Source: an optimization exercise on an open RTL-to-GDS flow (aim: small area, a short achievable clock period and few clock cycles per item). Production flows keep margins and buffers that such runs may drop. Only simulation tests tie the RTL to the original design; equivalence was not proved.

==> run a <==
// bitmap_page_allocator_top
module bitmap_page_allocator_top (
  input  logic                               clk_i,
  input  logic                               rst_ni,
  input  logic                               cfg_valid_i,
  output logic                               cfg_ready_o,
  input  logic [bpa_pkg::CNT_W-1:0]          cfg_data_i,
  input  logic                               s_axis_tvalid,
  output logic                               s_axis_tready,
  input  logic [bpa_pkg::IN_TDATA_W-1:0]     s_axis_tdata,
  input  logic [bpa_pkg::OP_W-1:0]           s_axis_tuser,
  output logic                               m_axis_tvalid,
  input  logic                               m_axis_tready,
  output logic [bpa_pkg::OUT_TDATA_W-1:0]    m_axis_tdata,
  output logic [bpa_pkg::STS_W-1:0]          m_axis_tuser
);
  localparam int NW = 64;    
  localparam int WB = 64;    
  localparam int NR = 32;    
  localparam int NG = 16;    
  function automatic logic [63:0] pre_or(input logic [63:0] x);
    pre_or = x;
    for (int s = 1; s < 64; s = s * 2) pre_or = pre_or | (pre_or << s);
  endfunction
  function automatic logic [63:0] first1(input logic [63:0] x);
    first1 = x & ~(pre_or(x) << 1);
  endfunction
  ...
clock: 12.0 ns
lec_check: 0
cap_margin: 20
core_margin: 2
core_utilization: 30
setup_slack_margin: 5
slew_margin: 20
synth_memory_max_bits: 8192
run.sh (not shown) runs the stock make flow with config.mk's settings and CLKGATE_MAP_FILE= SYNTH_SCRIPT=/design/flow/synth_recipe.tcl, a recipe that flattens the netlist after the stock synthesis.
==> run b (differences from run a) <==
--- a/flow/design.v
+++ b/flow/design.v
@@ -98,18 +98,36 @@
     for (int s = 1; s < 64; s = s * 2) pre_or = pre_or | (pre_or << s);
   endfunction
   function automatic logic [63:0] first1(input logic [63:0] x);
     first1 = x & ~(pre_or(x) << 1);
   endfunction
   function automatic logic [127:0] pre_cnt2(input logic [63:0] x);
-    logic [63:0] c1, c2;
-    c1 = x;
-    c2 = '0;
-    for (int s = 1; s < 64; s = s * 2) begin
-      c2 = c2 | (c2 << s) | (c1 & (c1 << s));
-      c1 = c1 | (c1 << s);
+    logic [63:0] l1, l2, c1, c2;
+    logic [7:0]  g1, g2, p1, p2;
+    for (int g = 0; g < 8; g++) begin
+      logic [7:0] a1, a2;
+      a1 = x[8*g +: 8];
+      a2 = '0;
+      for (int s = 1; s < 8; s = s * 2) begin
+        a2 = a2 | (a2 << s) | (a1 & (a1 << s));
+        a1 = a1 | (a1 << s);
+      end
+      l1[8*g +: 8] = a1;
+      l2[8*g +: 8] = a2;
+      g1[g] = a1[7];
+      g2[g] = a2[7];
+    end
+    p1 = '0;
+    p2 = '0;
+    for (int g = 1; g < 8; g++) begin
+      p2[g] = p2[g-1] | g2[g-1] | (p1[g-1] & g1[g-1]);
+      p1[g] = p1[g-1] | g1[g-1];
+    end
+    for (int j = 0; j < 64; j++) begin
+      c1[j] = p1[j/8] | l1[j];
+      c2[j] = p2[j/8] | l2[j] | (p1[j/8] & l1[j]);
     end
     pre_cnt2 = {c2, c1};
   endfunction
   function automatic logic [13:0] add14(input logic [13:0] a, input logic [13:0] b,
                                         input logic ci);
     logic [13:0] g, p, pp;
@@ -141,24 +159,25 @@
     c = {1'b0, x[4]} + {1'b0, x[5]};
     d = {1'b0, x[6]} + {1'b0, x[7]};
     pop8 = ({2'b00, a} + {2'b00, b}) + ({2'b00, c} + {2'b00, d});
   endfunction
   logic              s_rdy_q, cfg_rdy_q;
   logic              rq_v_q, rq_one_q;
-  logic [1:0]        rq_op_q;
+  logic              rq_alloc_q, rq_set_q;   
   logic [5:0]        rq_low_q, rq_lob_q;   
   logic [6:0]        rq_hiw_q;             
   logic [5:0]        rq_hib_q;
   logic              rq_nochg_q;
   logic              rq_last_q;            
   logic              rq_over_q;            
   logic [5:0]        wb_q;                 
   logic [5:0]        whi_q;                
   logic              whi_ok_q;             
   logic [5:0]        ra_e_q;               
   logic [4:0]        ra_o_q;               
+  logic [4:0]        ra0_q, ra1_q;         
   logic [12:0]       tot_q, used_q, free_q;
   logic [NW-1:0]     vld_q, hf_q;
   logic [WB-1:0]     m0_q [NR];
   logic [WB-1:0]     m1_q [NR];
   logic              hnone_q, snone_q;
   logic [5:0]        hfi_q, sec_q;
@@ -172,14 +191,14 @@
   logic [7:0]        p2_delta_q;
   logic              o_v_q, s_v_q;
   logic [1:0]        o_sts_q, s_sts_q;
   logic [11:0]       o_gr_q, s_gr_q;
   logic [12:0]       o_u_q, s_u_q, o_f_q, s_f_q;
   wire stall = s_v_q;
-  wire        is_alloc  = (rq_op_q == 2'd0);
-  wire        is_set    = (rq_op_q == 2'd3);
+  wire        is_alloc  = rq_alloc_q;
+  wire        is_set    = rq_set_q;
   wire        e_go      = rq_v_q & ~stall;
   wire        range_err = rq_over_q | ({rq_hiw_q, rq_hib_q} > tot_q);
   wire        wb0       = wb_q[0];
   logic [6:0]  w_e, w_o;
   logic        e_gt_lo, e_eq_lo, e_lt_hi, e_eq_hi;
   logic        o_gt_lo, o_eq_lo, o_lt_hi, o_eq_hi;
@@ -202,27 +221,30 @@
       mask1[j] = (o_gt_lo | (o_eq_lo & t_lo[j])) & (o_lt_hi | (o_eq_hi & t_hi[j]));
     end
   end
   logic [4:0]    ra0, ra1;
   logic [WB-1:0] rd0, rd1, rv0w, rv1w, a_word;
   logic          rv0, rv1;
-  assign ra0    = is_alloc ? hfi_q[5:1] : ra_e_q[4:0];
-  assign ra1    = is_alloc ? hfi_q[5:1] : ra_o_q;
+  assign ra0    = ra0_q;
+  assign ra1    = ra1_q;
   assign rd0    = m0_q[ra0];
   assign rd1    = m1_q[ra1];
   assign a_word = hfi_q[0] ? rd1 : rd0;
   assign rv0    = vld_q[{ra_e_q[4:0], 1'b0}] & ~ra_e_q[5];
   assign rv1    = vld_q[{ra_o_q, 1'b1}];
   assign rv0w   = rv0 ? rd0 : {WB{1'b1}};
   assign rv1w   = rv1 ? rd1 : {WB{1'b1}};
   logic [WB-1:0] a_free, a_first, a_new;
   logic [5:0]    a_bit;
   logic          a_still;
   logic [127:0] a_cnt;
+  logic [127:0] a_cnt0, a_cnt1;
   assign a_free  = ~a_word;
-  assign a_cnt   = pre_cnt2(a_free);
+  assign a_cnt0  = pre_cnt2(~rd0);
+  assign a_cnt1  = pre_cnt2(~rd1);
+  assign a_cnt   = hfi_q[0] ? a_cnt1 : a_cnt0;
   assign a_first = a_free & ~(a_cnt[63:0] << 1);
   assign a_new   = a_word | a_first;
   assign a_bit   = enc64(a_first);
   assign a_still = a_cnt[127];
   logic [WB-1:0] r_new0, r_new1, fl0, fl1;
   assign r_new0 = is_set ? (rv0w | mask0) : (rv0w & ~mask0);
@@ -388,12 +410,26 @@
   end
   wire s_v_n     = s_v_q ? ~pop : (r_v & o_v_q & ~m_axis_tready);
   wire s_rdy_n   = ~rq_v_n | (~s_v_n & rq_one_n);
   wire p1_dv_n   = e_go | (stall & p1_dv_q);
   wire p2_dv_n   = stall ? p2_dv_q : p1_dv_q;
   wire cfg_rdy_n = ~rq_v_n & ~p1_dv_n & ~p2_dv_n;
+  logic [5:0] ra_e_n;
+  logic [4:0] ra_o_n;
+  logic       nxt_alloc;
+  always_comb begin
+    if (s_rdy_q) begin
+      ra_e_n    = 6'({1'b0, in_wb[5:1]} + {5'd0, in_wb[0]});
+      ra_o_n    = in_wb[5:1];
+      nxt_alloc = (in_op == 2'd0);
+    end else begin
+      ra_e_n    = e_iter ? ra_e_q + 6'd1 : ra_e_q;
+      ra_o_n    = e_iter ? ra_o_q + 5'd1 : ra_o_q;
+      nxt_alloc = is_alloc;
+    end
+  end
   logic [12:0] cfg_sat;
   assign cfg_sat = (cfg_data_i > 13'd4096) ? 13'd4096 : cfg_data_i;
   always_ff @(posedge clk_i or negedge rst_ni) begin
     if (!rst_ni) begin
       s_rdy_q   <= 1'b0;
       cfg_rdy_q <= 1'b0;
@@ -454,35 +490,36 @@
         end
       end
     end
   end
   always_ff @(posedge clk_i) begin
     rq_one_q <= rq_one_n;
+    ra_e_q   <= ra_e_n;
+    ra_o_q   <= ra_o_n;
+    ra0_q    <= nxt_alloc ? hfi_n[5:1] : ra_e_n[4:0];
+    ra1_q    <= nxt_alloc ? hfi_n[5:1] : ra_o_n;
     hfi_q    <= hfi_n;
     sec_q    <= sec_n;
     if (s_rdy_q) begin
-      rq_op_q    <= in_op;
+      rq_alloc_q <= (in_op == 2'd0);
+      rq_set_q   <= (in_op == 2'd3);
       rq_low_q   <= in_idx[11:6];
       rq_lob_q   <= in_idx[5:0];
       rq_hiw_q   <= in_hi[12:6];
       rq_hib_q   <= in_hi[5:0];
       rq_nochg_q <= in_op[1] & (in_cnt == 13'd0);
       rq_over_q  <= in_hi[13];
       rq_last_q  <= in_last;
       wb_q       <= in_wb;
       whi_q      <= in_wb + 6'd1;
       whi_ok_q   <= ~&in_wb;
-      ra_e_q     <= 6'({1'b0, in_wb[5:1]} + {5'd0, in_wb[0]});
-      ra_o_q     <= in_wb[5:1];
     end else if (e_iter) begin
       rq_last_q  <= nxt_last;
       wb_q       <= wb_next;
       whi_q      <= whi_q + 6'd2;
       whi_ok_q   <= (whi_q < 6'd62);
-      ra_e_q     <= ra_e_q + 6'd1;
-      ra_o_q     <= ra_o_q + 5'd1;
     end
     if (!stall) begin
       p1_neg_q <= ~is_alloc & ~is_set;
       p1_inc_q <= al_wr;
       p1_sts_q <= e_sts;
       p1_gr_q  <= e_gr;
==> flow/flow/run.sh (new file) <==
#!/bin/bash
set -euo pipefail
export SETUP_SLACK_MARGIN=6
bash standard.sh > standard.log 2>&1
==> flow/standard.sh (new file) <==
#!/bin/bash
# synth_recipe.tcl (not shown) runs the flow's synth.tcl, then flattens the netlist and writes it again
# the make line also repeats each setting of config.mk as NAME=value (left out here)
make -C /OpenROAD-flow-scripts/flow DESIGN_CONFIG=/design/flow/config.mk WORK_HOME=/design/flow/orfs CLKGATE_MAP_FILE= SYNTH_SCRIPT=/design/flow/synth_recipe.tcl "${@:-finish}"
CAP_MARGIN = 30   (was 20)
PLACE_DENSITY = 0.45   (was unset)
SETUP_SLACK_MARGIN = unset   (was 5)
SLEW_MARGIN = 30   (was 20)
removed: flow/run.sh
==> flow_summary_export.csv <==
group,metric,value,unit
worst_hold_path,hp-start,"p1_gr_q[8]",
global_routing,antenna_found_initial,134,
floorplan,initial_core_util,30.1,%
setup_path,path_buf_inv,5,
status,status,"complete, no violations",
timing,period_needed,6.22,ns
cts,cts.sinks,4662,
setup_path,crit_fanout,46,
That was run b.
==> flow_summary_export.csv <==
group,metric,value,unit
setup_path,path_buf_inv,10,
setup_path,crit_fanout,16,
worst_hold_path,hp-start,"p1_gr_q[0]",
floorplan,initial_core_util,30.1,%
status,status,"complete, no violations",
timing,period_needed,7.34,ns
That was run a.
Testbench counts of run a, summed over its fixed seeds: cycles 9,771, items 9,608.
Testbench counts of run b, summed over its fixed seeds: cycles 9,771, items 9,608.

what the ideal ports hide:
In the flow no input, the clock included, has a driving cell. The finished layouts below were timed again as built, in two steps. Step 1 (the two cells are an assumption about what drives the block):
set clk [get_ports {clk_i}]
set_driving_cell -lib_cell sky130_fd_sc_hd__clkbuf_16 $clk
set_driving_cell -lib_cell sky130_fd_sc_hd__buf_2 [delete_from_list [all_inputs] $clk]
Step 2 moves the port delays by t, midway between the first and last clock arrival at a register: inputs arrive t later, outputs are due t later. That takes back most of the time a late clock gives input paths. Three values: ideal, step 1, step 2; two values: the first two.
run | shift t [ns] | slack for setup (ns) | clock arrival spread, ns
run a | 1.177 | 4.659 / 4.659 / 4.659 | 0.116 / 0.117
run b | 1.252 | 5.784 / 5.784 / 5.784 | 0.113 / 0.113
After both steps every run listed still meets setup and hold.
